This design comes from an exercise in tuning for small area, a short achievable clock period and few clock cycles per item on the open sky130 flow, not from production work. The RTL was checked by simulation tests, not by an equivalence proof against the original design.

== the reference run ==
## gillespie_reaction_step_core
module gillespie_reaction_step_core #(
   parameter int COUNT_WIDTH = 16
) (
   input  logic         clock,
   input  logic         reset,
   input  logic         req_tvalid,
   output logic         req_tready,
   input  logic [63:0]  req_tdata,
   output logic         rsp_tvalid,
   input  logic         rsp_tready,
   output logic [151:0] rsp_tdata,
   input  logic         csr_valid,
   output logic         csr_ready,
   input  logic [3:0]   csr_index,
   input  logic [31:0]  csr_data
);
Size in the first run: ~1300 flip-flops, about 260 I/O pins, about 90000 sq um of cells after synthesis.
==> flow/config.mk <==
export PLATFORM = sky130hd
export DESIGN_NAME = gillespie_reaction_step_core
export DESIGN_NICKNAME = gillespie_reaction_step_core
export VERILOG_FILES = /design/flow/design.v
export SDC_FILE = /design/flow/constraint.sdc
export NUM_CORES = 4
export LEC_CHECK = 0
export CAP_MARGIN = 20
export CORE_MARGIN = 2
export CORE_UTILIZATION = 40
export SLEW_MARGIN = 20
==> flow/constraint.sdc <==
create_clock -name core_clock -period 12.0 [get_ports {clock}]
set_input_delay 2.4000 -clock core_clock [delete_from_list [all_inputs] [get_ports {clock}]]
set_output_delay 2.4000 -clock core_clock [all_outputs]
set_load 0.01 [all_outputs]
standard.sh (not shown) runs the stock make flow with config.mk's settings and CLKGATE_MAP_FILE= SYNTH_SCRIPT=/design/flow/synth_recipe.tcl, a recipe that flattens the netlist after the stock synthesis.
==> flow/flow/run.sh <==
#!/bin/bash
export SETUP_SLACK_MARGIN=7.5
bash standard.sh > standard.log 2>&1
The reference run has completed all stages; timing, DRC and antenna checks passed.
Testbench counts of the reference run, summed over its fixed seeds: cycles 44,664, items 1,280.
Edits applied to the flow inputs when going from the reference run to the trial run:
diff --git a/flow/design.v b/flow/design.v
--- a/flow/design.v
+++ b/flow/design.v
@@ -1801,35 +1801,43 @@
                   st_n = S_WAIT;
                end else begin
                   st_n = S_U1;
                   uhk_en_n   = ((fired == 4'd0) && (hk != 16'hFFFF)) ||
                                ((fired == 4'd1 || fired == 4'd2) && (hk != 16'd0));
                   uhk_neg_n  = (fired != 4'd0);
                   uhka_en_n  = ((fired == 4'd2) && (hka != 16'hFFFF)) ||
                                ((fired == 4'd3 || fired == 4'd4 || fired == 4'd7) && (hka != 16'd0));
                   uhka_neg_n = (fired != 4'd2);
                   uout_en_n  = ((fired == 4'd5) && (outc != 16'hFFFF)) ||
                                ((fired == 4'd6) && (outc != 16'd0));
                   uout_neg_n = (fired != 4'd5);
+                  if (fired == 4'd0) begin
+                     if (hk != 16'hFFFF) hk_n = hk + 16'd1;
+                  end else if (fired == 4'd1 || fired == 4'd2) begin
+                     if (hk != 16'd0) hk_n = hk - 16'd1;
+                  end
+                  if (fired == 4'd2) begin
+                     if (hka != 16'hFFFF) hka_n = hka + 16'd1;
+                  end else if (fired == 4'd3 || fired == 4'd4 || fired == 4'd7) begin
+                     if (hka != 16'd0) hka_n = hka - 16'd1;
+                  end
+                  if (fired == 4'd5) begin
+                     if (outc != 16'hFFFF) outc_n = outc + 16'd1;
+                  end else if (fired == 4'd6) begin
+                     if (outc != 16'd0) outc_n = outc - 16'd1;
+                  end
                end
             end
          end
-         S_U1: begin
-            acc_n = sum;
-            if (u_on) qin = usum;
-            if (uhk_en)  hk_n   = uhk_neg  ? hk - 16'd1   : hk + 16'd1;
-            if (uhka_en) hka_n  = uhka_neg ? hka - 16'd1  : hka + 16'd1;
-            if (uout_en) outc_n = uout_neg ? outc - 16'd1 : outc + 16'd1;
-            st_n = S_U2;
-         end
+         S_U1: begin acc_n = sum; if (u_on) qin = usum; st_n = S_U2; end
          S_U2: begin acc_n = sum; if (u_on) qin = usum; st_n = S_U3; end
          S_U3: begin acc_n = sum; if (u_on) qin = usum; st_n = S_U4; end
          S_U4: begin a0_n = sum[50:0]; if (u_on) qin = usum; st_n = S_WAIT; end
          S_A0: begin acc_n = sum; st_n = S_A1; end
          S_A1: begin acc_n = sum; st_n = S_A2; end
          S_A2: begin acc_n = sum; st_n = S_A3; end
          S_A3: begin acc_n = sum; st_n = S_A4; end
          S_A4: begin a0_n = sum[50:0]; st_n = S_WAIT; end
          R_KI: begin
             a0_n = {19'b0, cfg_mx}; pk_n = cfg_ind; acc_n = '0; yprev_n = 1'b0;
             mcnt_n = 4'd0; mode_n = M_KI; st_n = S_MUL;
          end
@@ -1980,24 +1988,26 @@
    input  logic         req_tvalid,
    output logic         req_tready,
    input  logic [63:0]  req_tdata,
    output logic         rsp_tvalid,
    input  logic         rsp_tready,
    output logic [151:0] rsp_tdata,
    input  logic         csr_valid,
    output logic         csr_ready,
    input  logic [3:0]   csr_index,
    input  logic [31:0]  csr_data
 );
    logic        cv;
+   logic [3:0]  ci;
+   logic [31:0] cd;
    logic [31:0] cfg_ind, cfg_hkp, cfg_dec, cfg_mx, cfg_half;
    logic        f_valid, f_ready;
    logic [31:0] f_frac, f_pick;
    logic [5:0]  f_k;
    logic        h_valid, h_ready;
    logic [37:0] h_ln;
    logic [50:0] h_a0;
    logic [3:0]  h_fired;
    logic        kd_start;
    logic [50:0] kd_rem0, kd_dvs;
    logic [53:0] kd_d0;
    logic        div_start, div_busy;
@@ -2014,36 +2024,38 @@
    logic [64:0] tsum;
    assign csr_ready = 1'b1;
    always_ff @(posedge clock) begin
       if (reset) begin
          cv       <= 1'b0;
          cfg_ind  <= 32'd65536;
          cfg_hkp  <= 32'd65536;
          cfg_dec  <= 32'd6554;
          cfg_mx   <= 32'd65536;
          cfg_half <= 32'd65536;
       end else begin
          cv <= csr_valid;
-         if (csr_valid) begin
-            unique case (csr_index)
-               4'd0: cfg_ind  <= csr_data;
-               4'd1: cfg_hkp  <= csr_data;
-               4'd2: cfg_dec  <= csr_data;
-               4'd3: cfg_mx   <= csr_data;
-               4'd4: cfg_half <= csr_data;
+         if (cv) begin
+            unique case (ci)
+               4'd0: cfg_ind  <= cd;
+               4'd1: cfg_hkp  <= cd;
+               4'd2: cfg_dec  <= cd;
+               4'd3: cfg_mx   <= cd;
+               4'd4: cfg_half <= cd;
                default: begin
                end
             endcase
          end
       end
+      ci <= csr_index;
+      cd <= csr_data;
    end
    gil_front u_front (
       .clock        (clock),
       .reset        (reset),
       .in_valid     (req_tvalid),
       .in_ready     (req_tready),
       .uniform_time (req_tdata[31:0]),
       .uniform_pick (req_tdata[63:32]),
       .out_valid    (f_valid),
       .out_ready    (f_ready),
       .out_frac     (f_frac),
       .out_k        (f_k),
--- outcome ---
The trial run ran to completion and came out clean on the timing, DRC and antenna checks. When the trial run is measured against the reference run, its post-layout minimum cycle time turns out 0.017 ns higher. Summary of the trial run over the reference run: first-pass detailed-route iteration total fell by 1; largest fanout on the critical path decreased 17; post-route fraction of the period consumed by the critical path has remained practically unchanged. Lower number of antenna violations at the first check in global routing was reported by the reference run, not the trial run. Looking at global-route track usage on met1 across the reference run and the trial run, the one that comes out higher is the reference run. Diff the reference run -> the trial run: floorplan die height decreased 2.3 microns, synthesized-area fraction occupied by and/or/nand/nor cells decreased 0.84 points.
Testbench counts of the trial run, summed over its fixed seeds: cycles 44,664, items 1,280.

separate check: timing with driven ports:
The results above use ideal ports. As a check the final layouts listed here were re-extracted and re-timed, cells and wires unchanged. Step 1: set_driving_cell puts a clkbuf_16 on clock and a buf_2 on each other input, an assumption about the parent block. Step 2 also shifts input and output timing later by t, the mid clock arrival at the registers, as if the neighbouring blocks saw the same clock. Three values: ideal ports, drivers, drivers and shift; two values: the first two.
run	t (ns)	setup WS [ns]	clock arrival spread, ns	cell pins on the clock port's net
the reference run	0.921	7.522 / 7.432 / 6.795	0.069 / 0.069	1
the trial run	0.905	7.504 / 7.461 / 6.734	0.044 / 0.044	1
After both steps every run listed still meets setup and hold. The setup slack of the trial run, which loses most, moves by -0.043 ns with the drivers and by -0.770 ns with both steps.
